This design comes from an exercise in tuning for small area and a short achievable clock period on the open sky130 flow, not from production work. Where RTL was checked, it was by simulation tests only, not by an equivalence proof against the original.

10-15:
==> module branch_target_unit, before the edit <==
module branch_target_unit #(
  parameter int XLEN    = 32,
  parameter int ENTRIES = 32,
  localparam int IDX_W  = $clog2(ENTRIES),
  localparam int TAG_W  = XLEN - IDX_W - 2
) (
  input  logic            clk,
  input  logic            rst,
  input  logic            flush_all,
  input  logic [XLEN-1:0] pc_f,
  output logic            pred_taken_f,
  output logic [XLEN-1:0] pred_target_f,
  input  logic            update_e,
  input  logic [XLEN-1:0] pc_e,
  input  logic [XLEN-1:0] imm_ext_e,
  input  logic [XLEN-1:0] rs1_e,
  input  logic            is_jalr_e,
  input  logic            taken_e,
  input  logic            pred_taken_e,
  input  logic [XLEN-1:0] pred_target_e,
  output logic [XLEN-1:0] pc_target_e,
  output logic            mispredict_e
);
  logic [ENTRIES-1:0] valid;
  logic [TAG_W-1:0]   tags [ENTRIES];
  logic [XLEN-1:0]    tgts [ENTRIES];
  logic [1:0]         ctrs [ENTRIES];
  logic [IDX_W-1:0]   idx_f, idx_e;
  logic [TAG_W-1:0]   tag_f, tag_e;
  logic [ENTRIES-1:0] sel_f, sel_e;
  assign idx_f = pc_f[IDX_W+1:2];
  assign tag_f = pc_f[XLEN-1:IDX_W+2];
  assign idx_e = pc_e[IDX_W+1:2];
  assign tag_e = pc_e[XLEN-1:IDX_W+2];
  always_comb begin
    for (int i = 0; i < ENTRIES; i++) begin
      sel_f[i] = (idx_f == i[IDX_W-1:0]);
      sel_e[i] = (idx_e == i[IDX_W-1:0]);
    end
  end
  logic             rv_f, rv_e;
  logic [TAG_W-1:0] rtag_e;
  logic [XLEN-1:0]  rtgt_f;
  logic             rc1_f;
  logic [1:0]       rctr_e;
  logic [ENTRIES-1:0] match_f;
  always_comb begin
    for (int i = 0; i < ENTRIES; i++) match_f[i] = (tags[i] == tag_f);
  end
  always_comb begin
    rv_f = 1'b0; rtgt_f = '0; rc1_f = 1'b0;
    rv_e = 1'b0; rtag_e = '0; rctr_e = '0;
    for (int i = 0; i < ENTRIES; i++) begin
      rv_f   |= sel_f[i] & valid[i] & match_f[i];
      rtgt_f |= {XLEN{sel_f[i]}} & tgts[i];
      rc1_f  |= sel_f[i] & ctrs[i][1];
      rv_e   |= sel_e[i] & valid[i];
      rtag_e |= {TAG_W{sel_e[i]}} & tags[i];
      rctr_e |= {2{sel_e[i]}} & ctrs[i];
    end
  end
  logic hit_f, hit_e;
  assign hit_f = rv_f;
  assign hit_e = rv_e & (rtag_e == tag_e);
  assign pred_taken_f  = hit_f & rc1_f;
  assign pred_target_f = {XLEN{hit_f}} & rtgt_f;
  logic [XLEN-1:0] base_e, sum_e;
  assign base_e      = is_jalr_e ? rs1_e : pc_e;
  localparam int LVLS = $clog2(XLEN);
  logic [XLEN-1:0] pg [LVLS+1];
  logic [XLEN-1:0] pp [LVLS+1];
  always_comb begin
    pg[0] = base_e & imm_ext_e;
    pp[0] = base_e ^ imm_ext_e;
    for (int k = 0; k < LVLS; k++) begin
      for (int i = 0; i < XLEN; i++) begin
        if (i >= (1 << k)) begin
          pg[k+1][i] = pg[k][i] | (pp[k][i] & pg[k][i-(1<<k)]);
          pp[k+1][i] = pp[k][i] & pp[k][i-(1<<k)];
        end else begin
          pg[k+1][i] = pg[k][i];
          pp[k+1][i] = pp[k][i];
        end
      end
    end
  end
  assign sum_e = pp[0] ^ {pg[LVLS][XLEN-2:0], 1'b0};
  assign pc_target_e = {sum_e[XLEN-1:1], sum_e[0] & ~is_jalr_e};
  logic [XLEN-1:0] need_c, gen_c;
  logic            tgt_eq;
  always_comb begin
    for (int i = 0; i < XLEN; i++) begin
      need_c[i] = base_e[i] ^ imm_ext_e[i] ^ pred_target_e[i];
      gen_c[i]  = (base_e[i] & imm_ext_e[i]) |
                  (need_c[i] & (base_e[i] | imm_ext_e[i]));
    end
  end
  logic eq0;
  assign eq0 = is_jalr_e ? ~pred_target_e[0] : ~need_c[0];
  always_comb begin
    tgt_eq = eq0 & (need_c[1] == (base_e[0] & imm_ext_e[0]));
    for (int i = 2; i < XLEN; i++)
      tgt_eq &= (need_c[i] == gen_c[i-1]);
  end
  assign mispredict_e = update_e &
                        ((taken_e ^ pred_taken_e) | (taken_e & pred_taken_e & ~tgt_eq));
  logic       wr_t;
  logic [1:0] ctr_new;
  assign wr_t = update_e & taken_e;
  always_comb begin
    if (!hit_e)       ctr_new = taken_e ? 2'b10 : rctr_e;
    else if (taken_e) ctr_new = (rctr_e == 2'b11) ? 2'b11 : rctr_e + 2'd1;
    else              ctr_new = (rctr_e == 2'b00) ? 2'b00 : rctr_e - 2'd1;
  end
  always_ff @(posedge clk or posedge rst) begin
    if (rst) begin
      valid <= '0;
    end else begin
      for (int i = 0; i < ENTRIES; i++)
        if (flush_all)             valid[i] <= 1'b0;
        else if (wr_t && sel_e[i]) valid[i] <= 1'b1;
    end
  end
  always_ff @(posedge clk) begin
    for (int i = 0; i < ENTRIES; i++) begin
      if (wr_t && sel_e[i]) begin
        tags[i] <= tag_e;
        tgts[i] <= pc_target_e;
      end
      if (update_e && sel_e[i]) ctrs[i] <= ctr_new;
    end
  end
endmodule
Settings: LEC_CHECK=0, CAP_MARGIN=20, CORE_MARGIN=2, CORE_UTILIZATION=40, SETUP_SLACK_MARGIN=3.0, SLEW_MARGIN=20; clock period 9.0 ns.
run.sh (not shown) runs the stock make flow with config.mk's settings and CLKGATE_MAP_FILE= SYNTH_SCRIPT=/design/flow/synth_recipe.tcl, a recipe that flattens the netlist after the stock synthesis.
The inputs of 07-14 differ from those of 10-15 as listed below.
-- flow/design.v --
<<< 10-15, line 40
  end
  logic             rv_f, rv_e;
  logic [TAG_W-1:0] rtag_e;
  logic [XLEN-1:0]  rtgt_f;
  logic             rc1_f;
  logic [1:0]       rctr_e;
  logic [ENTRIES-1:0] match_f;
  always_comb begin
    for (int i = 0; i < ENTRIES; i++) match_f[i] = (tags[i] == tag_f);
  end
  always_comb begin
    rv_f = 1'b0; rtgt_f = '0; rc1_f = 1'b0;
    rv_e = 1'b0; rtag_e = '0; rctr_e = '0;
    for (int i = 0; i < ENTRIES; i++) begin
      rv_f   |= sel_f[i] & valid[i] & match_f[i];
      rtgt_f |= {XLEN{sel_f[i]}} & tgts[i];
      rc1_f  |= sel_f[i] & ctrs[i][1];
>>> 07-14, line 40
  end
  logic             rv_f, rv_e;
  logic [TAG_W-1:0] rtag_f, rtag_e;
  logic [XLEN-1:0]  rtgt_f;
  logic             rc1_f;
  logic [1:0]       rctr_e;
  always_comb begin
    rv_f = 1'b0; rtag_f = '0; rtgt_f = '0; rc1_f = 1'b0;
    rv_e = 1'b0; rtag_e = '0; rctr_e = '0;
    for (int i = 0; i < ENTRIES; i++) begin
      rv_f   |= sel_f[i] & valid[i];
      rtag_f |= {TAG_W{sel_f[i]}} & tags[i];
      rtgt_f |= {XLEN{sel_f[i]}} & tgts[i];
      rc1_f  |= sel_f[i] & ctrs[i][1];
<<< 10-15, line 61
  end
  logic hit_f, hit_e;
  assign hit_f = rv_f;
  assign hit_e = rv_e & (rtag_e == tag_e);
  assign pred_taken_f  = hit_f & rc1_f;
>>> 07-14, line 58
  end
  logic hit_f, hit_e;
  assign hit_f = rv_f & (rtag_f == tag_f);
  assign hit_e = rv_e & (rtag_e == tag_e);
  assign pred_taken_f  = hit_f & rc1_f;
==> comparison <==
- Synthesized cell count: 07-14 < 10-15
- Re arrival time of the worst setup path: 07-14 is 490 ps up on 10-15.
- Diff 10-15 -> 07-14: count of buffers not belonging to the clock network in the layout went up by 26; area of all placed cells without fillers went down by 5.0%.
- Diff 10-15 -> 07-14: minimum clock period after layout increased by 500 ps relative to the old numbers; met3 capacity usage during global routing +4.0 points; footprint of the multi-input gates saw a decrease.
The RTL of 07-14 was laid out without a check of its function.

## afterwards: timing with drivers on the ports
How much do the figures lean on ideal ports? The routed layouts below were timed once more, with nothing changed but the port constraints. Step 1: set_driving_cell puts a clkbuf_16 on clk and a buf_2 on each other input, an assumption about the parent block. Step 2 adds t to the input delays and takes it off the output delays; t is the mean of the earliest and latest rising clock arrival at the registers after step 1. Input paths then give back, and output paths get back, about the clock's delay inside the block. Three values: ideal ports, drivers, drivers and shift; two values: the first two.
run | shift t [ns] | setup WS [ns] | worst slew at a driven data input, ns
10-15 | 0.968 | 1.984 / 1.807 / 1.807 | 0.37
07-14 | 0.959 | 1.486 / 1.361 / 1.361 | 0.20
After both steps every run listed still meets setup and hold. The setup slack of 10-15, which loses most, moves by -0.177 ns with the drivers and by -0.177 ns with both steps.
